What follows belongs to an exercise in optimizing a design on an open flow for small area, a short achievable clock period and few clock cycles per item; a production flow would make more cautious choices.
Function was checked by simulation only, so behaviour that the tests miss may differ from the original.
The flow treats the clock pin as an ideal source. Dropping or thinning the clock tree relies on that and would not hold on a real chip.

== job 101 ==
==> flow/design.v <==
package bytedecode_pkg;
	function automatic logic [3:0] width_therm(logic [3:0] l);
		case (l)
			4'd11:   width_therm = 4'b1111;
			4'd12:   width_therm = 4'b1110;
			4'd5:    width_therm = 4'b1100;
			4'd10:   width_therm = 4'b1000;
			default: width_therm = 4'b0000;
		endcase
	endfunction
endpackage
`timescale 1ns/10ps
module bytedecode_top (
	input  logic					i_clk,
	input  logic					i_rstn,
	input  logic [64-1:0]	i_ibytes,
	input  logic					i_ibytes_valid,
	output logic					o_ibytes_ready,
	input  logic [3:0]				i_l,
	output logic [64-1:0]	o_coeffs,
	output logic					o_coeffs_valid,
	output logic					o_done
);
	logic [63:0]	a_q;
	logic			va_q;
	logic [3:0]		ta_q;			 
	logic			la_q;			 
	logic [5:0]		p_q;
	logic [5:0]		cnt_q;			 
	logic			ready_q;		 
	logic			pge_q, pgt_q;
	logic [5:0]		thr;
	logic			emit, lastbeat, amove, load;
	assign thr      = ta_q[0] ? 6'd9 : (ta_q[3] ? 6'd4 : 6'd0);
	assign emit     = va_q & (la_q | ~pgt_q | i_ibytes_valid);
	assign lastbeat = la_q & pge_q;
	assign amove    = ~va_q | (emit & pge_q);
	assign load     = i_ibytes_valid & ready_q;
	logic [5:0]		p_sub, p_move, p_stay;
	logic [3:0]		t_in;
	logic			in_last;
	logic			ge_move, gt_move, ge_stay, gt_stay;
	assign p_sub  = p_q - thr;
	assign p_move = ~va_q ? p_q : (la_q ? 6'd0 : p_sub);
	assign p_stay = pge_q ? p_q : p_sub;
	assign t_in    = bytedecode_pkg::width_therm(i_l);
	assign in_last = (cnt_q == 6'd1);
	always_comb begin
		if (t_in[0]) begin
			ge_move = (p_move >= 6'd9);
			gt_move = (p_move >  6'd9);
		end else if (t_in[3]) begin
			ge_move = (p_move >= 6'd4);
			gt_move = (p_move >  6'd4);
		end else begin
			ge_move = 1'b1;
			gt_move = (p_move != 6'd0);
		end
		ge_stay = (p_stay >= thr);
		gt_stay = (p_stay >  thr);
	end
	always_ff @(posedge i_clk or negedge i_rstn) begin
		if (!i_rstn) begin
			va_q  <= 1'b0;
			p_q   <= '0;
			cnt_q <= '0;
		end else begin
			if (amove) begin
				va_q <= load;
				p_q  <= p_move;
			end else begin
				p_q  <= p_stay;
			end
			if (load) begin
				if (cnt_q == 6'd0) begin
					cnt_q <= {i_l - 4'd1, 2'b11};
				end else begin
					cnt_q <= cnt_q - 1'b1;
				end
			end
		end
	end
	always_ff @(posedge i_clk) begin
		if (amove) begin
			a_q     <= i_ibytes;
			ta_q    <= t_in;
			la_q    <= in_last;
			pge_q   <= ge_move;
			pgt_q   <= gt_move;
			ready_q <= ~load | ge_move;
		end else begin
			pge_q   <= ge_stay;
			pgt_q   <= gt_stay;
			ready_q <= ge_stay;
		end
	end
	logic [127:0]	cat;
	logic [87:0]	l5;
	logic [71:0]	l4;
	logic [63:0]	l3;
	logic [59:0]	sh4;
	logic [56:0]	l1;
	logic [54:0]	sh;
	logic [63:0]	win;
	logic			m11, m12, m20, m40, m55, m60;
	assign cat = {i_ibytes, a_q};
	assign l5  = p_q[5] ? cat[119:32] : cat[87:0];
	assign l4  = p_q[4] ? l5[87:16]   : l5[71:0];
	assign l3  = p_q[3] ? l4[71:8]    : l4[63:0];
	assign sh4 = p_q[2] ? l3[63:4]    : l3[59:0];
	assign l1  = p_q[1] ? sh4[58:2]   : sh4[56:0];
	assign sh  = p_q[0] ? l1[55:1]    : l1[54:0];
	assign m11 = ~(lastbeat & ta_q[0]);
	assign m12 = ~(lastbeat & ta_q[1]);
	assign m20 = ~(lastbeat & ta_q[2]);
	assign m40 = ~(lastbeat & ta_q[3]);
	assign m55 = ~ta_q[0] & m40;
	assign m60 = ~ta_q[3];
	assign win = {a_q[63:60] & {4{m60}},
	              sh4[59:55] & {5{m55}},
	              sh[54:40]  & {15{m40}},
	              sh[39:20]  & {20{m20}},
	              sh[19:12]  & {8{m12}},
	              sh[11]     & m11,
	              sh[10:0]};
	always_ff @(posedge i_clk) begin
		o_coeffs <= win;
	end
	always_ff @(posedge i_clk) begin
		o_coeffs_valid <= emit;
		o_done         <= va_q & lastbeat;
	end
	assign o_ibytes_ready = ready_q;
endmodule
export LEC_CHECK = 0
export ABC_AREA = 1
export CAP_MARGIN = 20
export CORE_MARGIN = 2
export CORE_UTILIZATION = 40
export PLACE_DENSITY = 0.6
export SLEW_MARGIN = 20
create_clock -name core_clock -period 10.5 [get_ports {i_clk}]
standard.sh (not shown) runs the stock make flow with config.mk's settings and CLKGATE_MAP_FILE= SYNTH_SCRIPT=/design/flow/synth_recipe.tcl, a recipe that flattens the netlist after the stock synthesis.
==> flow/flow/run.sh <==
#!/bin/bash
# Standard ORFS layout with these changes:
#  - timing repair aims at a tighter setup margin than the clock period asks
#  - the smallest buffer on the ports
#  - the clock tree is built by flow/manual_cts.tcl (the clock port drives
#    one clkbuf_16, which drives 8 clkbuf_16 leaves, each clocking an equal
#    share of the registers) in place of TritonCTS; the rest of the CTS step
#    (legalization, setup and hold repair) runs as usual
set -euo pipefail
rm -rf scripts_copy
cp -r "$FLOW_HOME/scripts" scripts_copy
python3 - "$PWD/flow/manual_cts.tcl" <<'PY'
import sys
p = 'scripts_copy/cts.tcl'
s = open(p).read()
old = 'log_cmd clock_tree_synthesis {*}$cts_args'
assert old in s
s = s.replace(old, 'source %s\nmanual_cts i_clk 8 sky130_fd_sc_hd__clkbuf_16\nset_propagated_clock [all_clocks]' % sys.argv[1])
open(p, 'w').write(s)
PY
bash standard.sh SCRIPTS_DIR="$PWD/scripts_copy" SETUP_SLACK_MARGIN=7.4 \
	"BUFFER_PORTS_ARGS=-buffer_cell sky130_fd_sc_hd__buf_1" \
	finish > flow_make.log 2>&1
Other scripts of this flow, unchanged in this note and not shown: flow/flow/manual_cts.tcl
Testbench counts of job 101, summed over its fixed seeds: cycles 11,779, frames 384.
Inputs modified between job 101 and job 102:
Settings: an added GPL_TIMING_DRIVEN of 1.
[summary]
Delta (job 102 minus job 101): first-pass GRT wire length neither gained nor lost much, routed length on met1 neither gained nor lost much, sequential cell count neither gained nor lost much, fmax neither gained nor lost much.
Job 102 -> job 101: xor/xnor cell area share of the yosys netlist delta 0, exact match
No run of this note takes its clock network from TritonCTS; it comes from the design's own scripts or RTL.

[what the ideal ports hide]
How much do the figures lean on ideal ports? The routed layouts below were timed once more, with nothing changed but the port constraints. Step 1, drivers: a clkbuf_16 drives i_clk and a buf_2 each remaining input, both assumed. Step 2 moves the port delays by t, midway between the first and last clock arrival at a register: inputs arrive t later, outputs are due t later. That takes back most of the time a late clock gives input paths. a / b / c = no drivers / after step 1 / after step 2; a / b = the first two.
run	shift t [ns]	setup slack, ns	worst data-port slew with drivers (ns)
job 101	0.425	7.356 / 7.380 / 6.955	0.05
job 102	0.425	7.356 / 7.380 / 6.955	0.05
After both steps every run listed still meets setup and hold.
